Background: an optimization exercise with open tools, aiming at small area. Do not read the settings as production practice.
RTL that was checked went through simulation tests only; none was proved equivalent to the original.
Power and IR drop assume default switching activity. No driver is modelled on the clock port, so clocking that relies on it looks cheaper here than on a real chip.

## rob_top
module rob_top (
  input  logic                     clk,
  input  logic                     rst,
  input  logic                     write_en,
  input  logic                     read_en,
  input  logic                     update_en,
  input  logic                     commit_en,
  input  logic                     erase_en,
  input  rob_cfg_pkg::rob_index_t  update_addr,
  input  rob_cfg_pkg::rob_index_t  erase_addr,
  input  logic                     in_done,
  input  logic                     in_reg_write_en,
  input  rob_entry_pkg::reg_addr_t in_reg_addr,
  input  rob_entry_pkg::data_t     in_result,
  input  rob_entry_pkg::exc_code_t in_exc_code,
  input  rob_entry_pkg::addr_t     in_pc,
  output logic                     can_write,
  output logic                     can_read,
  output logic                     can_commit,
  output rob_cfg_pkg::rob_index_t  issue_tag,
  output rob_entry_pkg::addr_t     issue_pc,
  output rob_entry_pkg::exc_code_t issue_exc_code,
  output rob_cfg_pkg::rob_index_t  commit_tag,
  output logic                     commit_reg_write_en,
  output rob_entry_pkg::reg_addr_t commit_reg_addr,
  output rob_entry_pkg::data_t     commit_result,
  output rob_entry_pkg::exc_code_t commit_exc_code,
  output rob_entry_pkg::addr_t     commit_pc
);
Size: ~2,000 cells after synthesis, about 210 I/O pins, about 23,000 um2 of cells after synthesis.
==> flow/config.mk <==
export PLATFORM = sky130hd
export DESIGN_NAME = rob_top
export DESIGN_NICKNAME = rob_top
export VERILOG_FILES = /design/flow/design.v
export SDC_FILE = /design/flow/constraint.sdc
export NUM_CORES = 4
export LEC_CHECK = 0
export CAP_MARGIN = 5
export CORE_MARGIN = 2
export CORE_UTILIZATION = 60
export PLACE_DENSITY = 0.7
export SLEW_MARGIN = 5
export SYNTH_HIERARCHICAL = 1
==> flow/constraint.sdc <==
create_clock -name core_clock -period 5.0 [get_ports {clk}]
set_input_delay 1.0000 -clock core_clock [delete_from_list [all_inputs] [get_ports {clk}]]
set_output_delay 1.0000 -clock core_clock [all_outputs]
set_load 0.01 [all_outputs]
standard.sh (not shown) runs the stock make flow with config.mk's settings and CLKGATE_MAP_FILE= SYNTH_SCRIPT=/design/flow/synth_recipe.tcl, a recipe that flattens the netlist after the stock synthesis.
==> flow/flow/run.sh <==
#!/bin/bash
# the standard layout, with two changes:
#  - ports are buffered with the smallest buffer instead of clkdlybuf4s50_1
#  - clock tree: large sink clusters on clkbuf_16, no dummy loads
export BUFFER_PORTS_ARGS="-buffer_cell sky130_fd_sc_hd__buf_1"
export CTS_ARGS="-sink_clustering_enable -repair_clock_nets -dont_use_dummy_load -sink_clustering_size 30 -sink_clustering_max_diameter 80 -buf_list sky130_fd_sc_hd__clkbuf_16"
bash standard.sh > standard.log 2>&1
The baseline passed the timing, DRC and antenna checks.
Edit:
--- a/flow/flow/run.sh
+++ b/flow/flow/run.sh
@@ -6 +6 @@
-export CTS_ARGS="-sink_clustering_enable -repair_clock_nets -dont_use_dummy_load -sink_clustering_size 30 -sink_clustering_max_diameter 80 -buf_list sky130_fd_sc_hd__clkbuf_16"
+export CTS_ARGS="-sink_clustering_enable -repair_clock_nets -dont_use_dummy_load -sink_clustering_size 34 -sink_clustering_max_diameter 80 -buf_list sky130_fd_sc_hd__clkbuf_16"
--- a/flow/config.mk
+++ b/flow/config.mk
@@ -10,2 +10,2 @@
-export CORE_UTILIZATION = 60
-export PLACE_DENSITY = 0.7
+export CORE_UTILIZATION = 70
+export PLACE_DENSITY = 0.8
The changed run completed without violations; critical path depth goes down by 1; global-route usage climbs by 4.2 points; wire length came out lower by 3.5%; setup slack loses 0.087 ns; cell area falls by 0.84%; cell count shrinks by 2.9%; utilization came out higher by 11 points; synthesized area does not change; total power decreases by 1.5%; first-iteration DRC count goes up by 14%; sequential power hardly moves.
No run of this note included a check of the RTL's function; only the layout flow was run.


rob_top, a different RTL version from the one above (not shown whole).
Size in the first run: roughly 2000 cells after synthesis, ~210 I/O pins, roughly 0.024 mm² of cells after synthesis.
Settings: LEC_CHECK=0, CAP_MARGIN=5, CORE_MARGIN=2, CORE_UTILIZATION=60, PLACE_DENSITY=0.7, SLEW_MARGIN=5, SYNTH_HIERARCHICAL=1; clock period 5.0 ns.
==> flow/flow/run.sh <==
#!/bin/bash
# the standard layout, with two changes:
#  - ports are buffered with the smallest buffer instead of clkdlybuf4s50_1
#  - clock tree: large sink clusters on clkbuf_16, no dummy loads
export BUFFER_PORTS_ARGS="-buffer_cell sky130_fd_sc_hd__buf_1"
export CTS_ARGS="-sink_clustering_enable -repair_clock_nets -dont_use_dummy_load -sink_clustering_size 30 -sink_clustering_max_diameter 80 -buf_list sky130_fd_sc_hd__clkbuf_16"
bash standard.sh > standard.log 2>&1
Next try:
--- a/flow/flow/run.sh
+++ b/flow/flow/run.sh
@@ -6 +6 @@
-export CTS_ARGS="-sink_clustering_enable -repair_clock_nets -dont_use_dummy_load -sink_clustering_size 30 -sink_clustering_max_diameter 80 -buf_list sky130_fd_sc_hd__clkbuf_16"
+export CTS_ARGS="-sink_clustering_enable -repair_clock_nets -dont_use_dummy_load -sink_clustering_size 32 -sink_clustering_max_diameter 80 -buf_list sky130_fd_sc_hd__clkbuf_16"
- CORE_UTILIZATION: 60 -> 75
- PLACE_DENSITY: 0.7 -> 0.85
After rerunning: The changed run finished with max-capacitance violations left. Synthesized cell count stays the same. Area after synthesis does not change. Sequential share of layout area climbs by 0.53 points. Global-route usage rises by 7.1 points. Worst hold slack improves by 0.0087 ns.

[static timing again, ports no longer ideal]
The flow's constraints put no driver on any port. The routed layouts listed below were extracted and timed again, unchanged, in two steps. Step 1 assumes that a clkbuf_16 drives the clock port and a buf_2 every other input. Step 2, shift: input delay + t, output delay - t, t = (earliest + latest rising clock arrival at the registers) / 2. This alone moves slack from input paths to output paths. Slacks: ideal ports / drivers / drivers and shift; pairs: ideal ports / drivers.
run	shift t [ns]	setup slack, ns	pins driven straight from the clock port
the first run of note 1	0.645	0.655 / 0.595 / 0.953	1
the second run of note 1	0.613	0.568 / 0.511 / 1.057	1
the first run of note 2	0.650	0.657 / 0.598 / 0.851	1
the second run of note 2	0.615	0.482 / 0.427 / 1.042	1
